What follows belongs to an exercise in optimizing a design on an open flow for small area, a short achievable clock period and few clock cycles per item; a production flow would make more cautious choices. Function was checked by simulation only, so behaviour that the tests miss may differ from the original.

the reference run:
## blowfish_dec_iter
module blowfish_dec_iter (
  input  logic         clk,
  input  logic         rst_n,
  input  logic         in_valid,
  output logic         in_ready,
  input  logic [63:0]  ct,
  input  logic [448:0] key,
  output logic         out_valid,
  input  logic         out_ready,
  output logic [63:0]  pt
);
clock: 12.5 ns
lec_check: 0
cap_margin: 0
core_margin: 2
core_utilization: 60
cts_buf_list: sky130_fd_sc_hd__clkbuf_16
cts_cluster_diameter: 100
cts_cluster_size: 30
slew_margin: 0
tns_end_percent: 30
standard.sh (not shown) runs the stock make flow with config.mk's settings and CLKGATE_MAP_FILE= SYNTH_SCRIPT=/design/flow/synth_recipe.tcl, a recipe that flattens the netlist after the stock synthesis.
==> flow/flow/run.sh <==
#!/bin/bash
# The standard layout, with two changes to how it is made: the port buffers are the smallest
# buffer (buf_1) and timing repair aims for more setup slack than the clock period needs.
# make's full output goes to standard.log; each ORFS step logs under orfs/logs/.
set -euo pipefail
bash standard.sh \
  "BUFFER_PORTS_ARGS=-buffer_cell sky130_fd_sc_hd__buf_1" \
  "SETUP_SLACK_MARGIN=${FLOW_SETUP_MARGIN:-8.5}" \
  finish > standard.log 2>&1
The reference run ended with every stage complete and zero timing, DRC or antenna violations.
Testbench counts of the reference run, summed over its fixed seeds: cycles 5,168, items 320.
Edits applied to the flow inputs when going from the reference run to the trial run:
--- a/flow/design.v
+++ b/flow/design.v
@@ -2,29 +2,29 @@
   localparam int unsigned NUM_ROUNDS = 16;
   localparam int unsigned KEY_WORDS  = 14;
   localparam logic [18*32-1:0] P_ARRAY = {
     32'h243f6a88, 32'h85a308d3, 32'h13198a2e, 32'h03707344,
     32'ha4093822, 32'h299f31d0, 32'h082efa98, 32'hec4e6c89,
     32'h452821e6, 32'h38d01377, 32'hbe5466cf, 32'h34e90c6c,
     32'hc0ac29b7, 32'hc97c50dd, 32'h3f84d5b5, 32'hb5470917,
     32'h9216d5d9, 32'h8979fb1b
   };
 endpackage
 module feistel_sbox (
   input  logic [31:0] x,
-  output logic [15:0] s1h,
-  output logic [15:0] s2h,
-  output logic [15:0] s3h,
+  output logic [17:0] s1h,
+  output logic [17:0] s2h,
+  output logic [17:0] s3h,
   output logic [31:0] s4,
-  output logic [15:0] zl,
+  output logic [13:0] zl,
   output logic        cl
 );
   function automatic logic [31:0] hi1(input logic [3:0] n);
     logic [15:0] tt [32];
     tt[0] = 16'h0000;
     tt[1] = 16'h0000;
     tt[2] = 16'h0000;
     tt[3] = 16'h0000;
     tt[4] = 16'haaaa;
     tt[5] = 16'hcccc;
     tt[6] = 16'hf0f0;
     tt[7] = 16'hff00;
@@ -305,46 +305,46 @@
     tt[30] = 16'h926c;
     tt[31] = 16'h1c70;
     for (int k = 0; k < 32; k++) lo4[k] = tt[k][n];
   endfunction
   logic [31:0] s1_w;
   assign s1_w = (hi1(x[31:28]) + lo1(x[27:24])) ^ 32'h7f4a7c15;
   logic [31:0] s2_w;
   assign s2_w = (hi2(x[23:20]) + lo2(x[19:16])) ^ 32'h165667b1;
   logic [31:0] s3_w;
   assign s3_w = (hi3(x[15:12]) + lo3(x[11:8])) ^ 32'hd3a2646c;
   logic [31:0] s4_w;
   assign s4_w = (hi4(x[7:4]) + lo4(x[3:0])) ^ 32'hfd7046c5;
-  logic [16:0] ql;
-  assign ql  = {1'b0, s1_w[15:0]} + {1'b0, s2_w[15:0]};
-  assign zl  = ql[15:0] ^ s3_w[15:0];
-  assign cl  = ql[16];
-  assign s1h = s1_w[31:16];
-  assign s2h = s2_w[31:16];
-  assign s3h = s3_w[31:16];
+  logic [14:0] ql;
+  assign ql  = {1'b0, s1_w[13:0]} + {1'b0, s2_w[13:0]};
+  assign zl  = ql[13:0] ^ s3_w[13:0];
+  assign cl  = ql[14];
+  assign s1h = s1_w[31:14];
+  assign s2h = s2_w[31:14];
+  assign s3h = s3_w[31:14];
   assign s4  = s4_w;
 endmodule
 module feistel_mix (
-  input  logic [15:0] s1h,
-  input  logic [15:0] s2h,
-  input  logic [15:0] s3h,
+  input  logic [17:0] s1h,
+  input  logic [17:0] s2h,
+  input  logic [17:0] s3h,
   input  logic [31:0] s4,
-  input  logic [15:0] zl,
+  input  logic [13:0] zl,
   input  logic        cl,
   output logic [31:0] f
 );
-  logic [16:0] qh;
-  logic [15:0] zh;
+  logic [18:0] qh;
+  logic [17:0] zh;
   assign qh = {s1h, 1'b1} + {s2h, cl};
-  assign zh = qh[16:1] ^ s3h;
+  assign zh = qh[18:1] ^ s3h;
   assign f  = {zh, zl} + s4;
 endmodule
 module blowfish_dec_iter (
   input  logic         clk,
   input  logic         rst_n,
   input  logic         in_valid,
   output logic         in_ready,
   input  logic [63:0]  ct,
   input  logic [448:0] key,
   output logic         out_valid,
   input  logic         out_ready,
   output logic [63:0]  pt
@@ -355,25 +355,25 @@
   function automatic logic [31:0] pc(input int n);
     pc = blowfish_pkg::P_ARRAY[32*(18-n) +: 32];
   endfunction
   function automatic logic [31:0] pr(input logic [3:0] r);
     pr = 32'd0;
     for (int i = 0; i < 16; i++) begin
       if (r == 4'(i)) pr = pc(16 - i);
     end
   endfunction
   logic [31:0] t1_q, u1_q;
   logic        v1_q, d1_q, f1_q, q1_q;
   logic [3:0]  c1_q;
-  localparam int FLo = 16;
+  localparam int FLo = 14;
   logic [31-FLo:0] s1h_q, s2h_q, s3h_q;
   logic [FLo-1:0]  zl_q;
   logic            cl_q;
   logic [31:0]     s4_q, up2_q, tp2_q;
   logic        v2_q, d2_q, f2_q, q2_q;
   logic [3:0]  c2_q;
   logic [31:0] ring_q [28];
   logic [63:0] pt_q;
   logic        out_valid_q, ld_q, rdy_q, acc_seq_q, head_seq_q;
   logic        ld_d;
   logic [31-FLo:0] sb1h, sb2h, sb3h;
   logic [FLo-1:0]  sbzl;
## What came out
Between the trial run and the reference run, the post-route minimum period figures differ only marginally.
Measured against each other, the trial run and the reference run differ in synthesized cell count, the higher figure coming from the trial run.
Upper clock frequency limit delta (the reference run -> the trial run): insignificant
The trial run and the reference run ended up with nearly the same setup slack.
Compared with the reference run, the trial run instantiates a larger number of standard cells.
Going from the reference run to the trial run, cell count after placement rose about 0.46%.
Between the reference run and the trial run, the starting utilization of the core area figures differ only marginally.
The fraction of the cycle the final worst path needs was comparable across the trial run and the reference run.
Diff the reference run -> the trial run: number of buffers added by the clock tree synthesis step went up; post-route worst hold slack fell by 5.5 ps.
Testbench counts of the trial run, summed over its fixed seeds: cycles 5,168, items 320.

==> re-timing with driven ports <==
In the flow no input, the clock included, has a driving cell. The finished layouts below were timed again as built, in two steps.
Step 1 (the two cells are an assumption about what drives the block):
set clk [get_ports {clk}]
set_driving_cell -lib_cell sky130_fd_sc_hd__clkbuf_16 $clk
set_driving_cell -lib_cell sky130_fd_sc_hd__buf_2 [delete_from_list [all_inputs] $clk]
Step 2 adds t to the input delays and takes it off the output delays; t is the mean of the earliest and latest rising clock arrival at the registers after step 1. Input paths then give back, and output paths get back, about the clock's delay inside the block.
Slacks: ideal / step 1 / step 2; pairs: ideal / step 1.
run	shift t [ns]	setup WS [ns]	cell pins on the clock port's net
the reference run	0.698	8.232 / 8.232 / 8.215	1
the trial run	0.714	8.230 / 8.230 / 8.230	1
After both steps every run listed still meets setup and hold. The setup slack of the reference run, which loses most, moves by 0.000 ns with the drivers and by -0.017 ns with both steps.
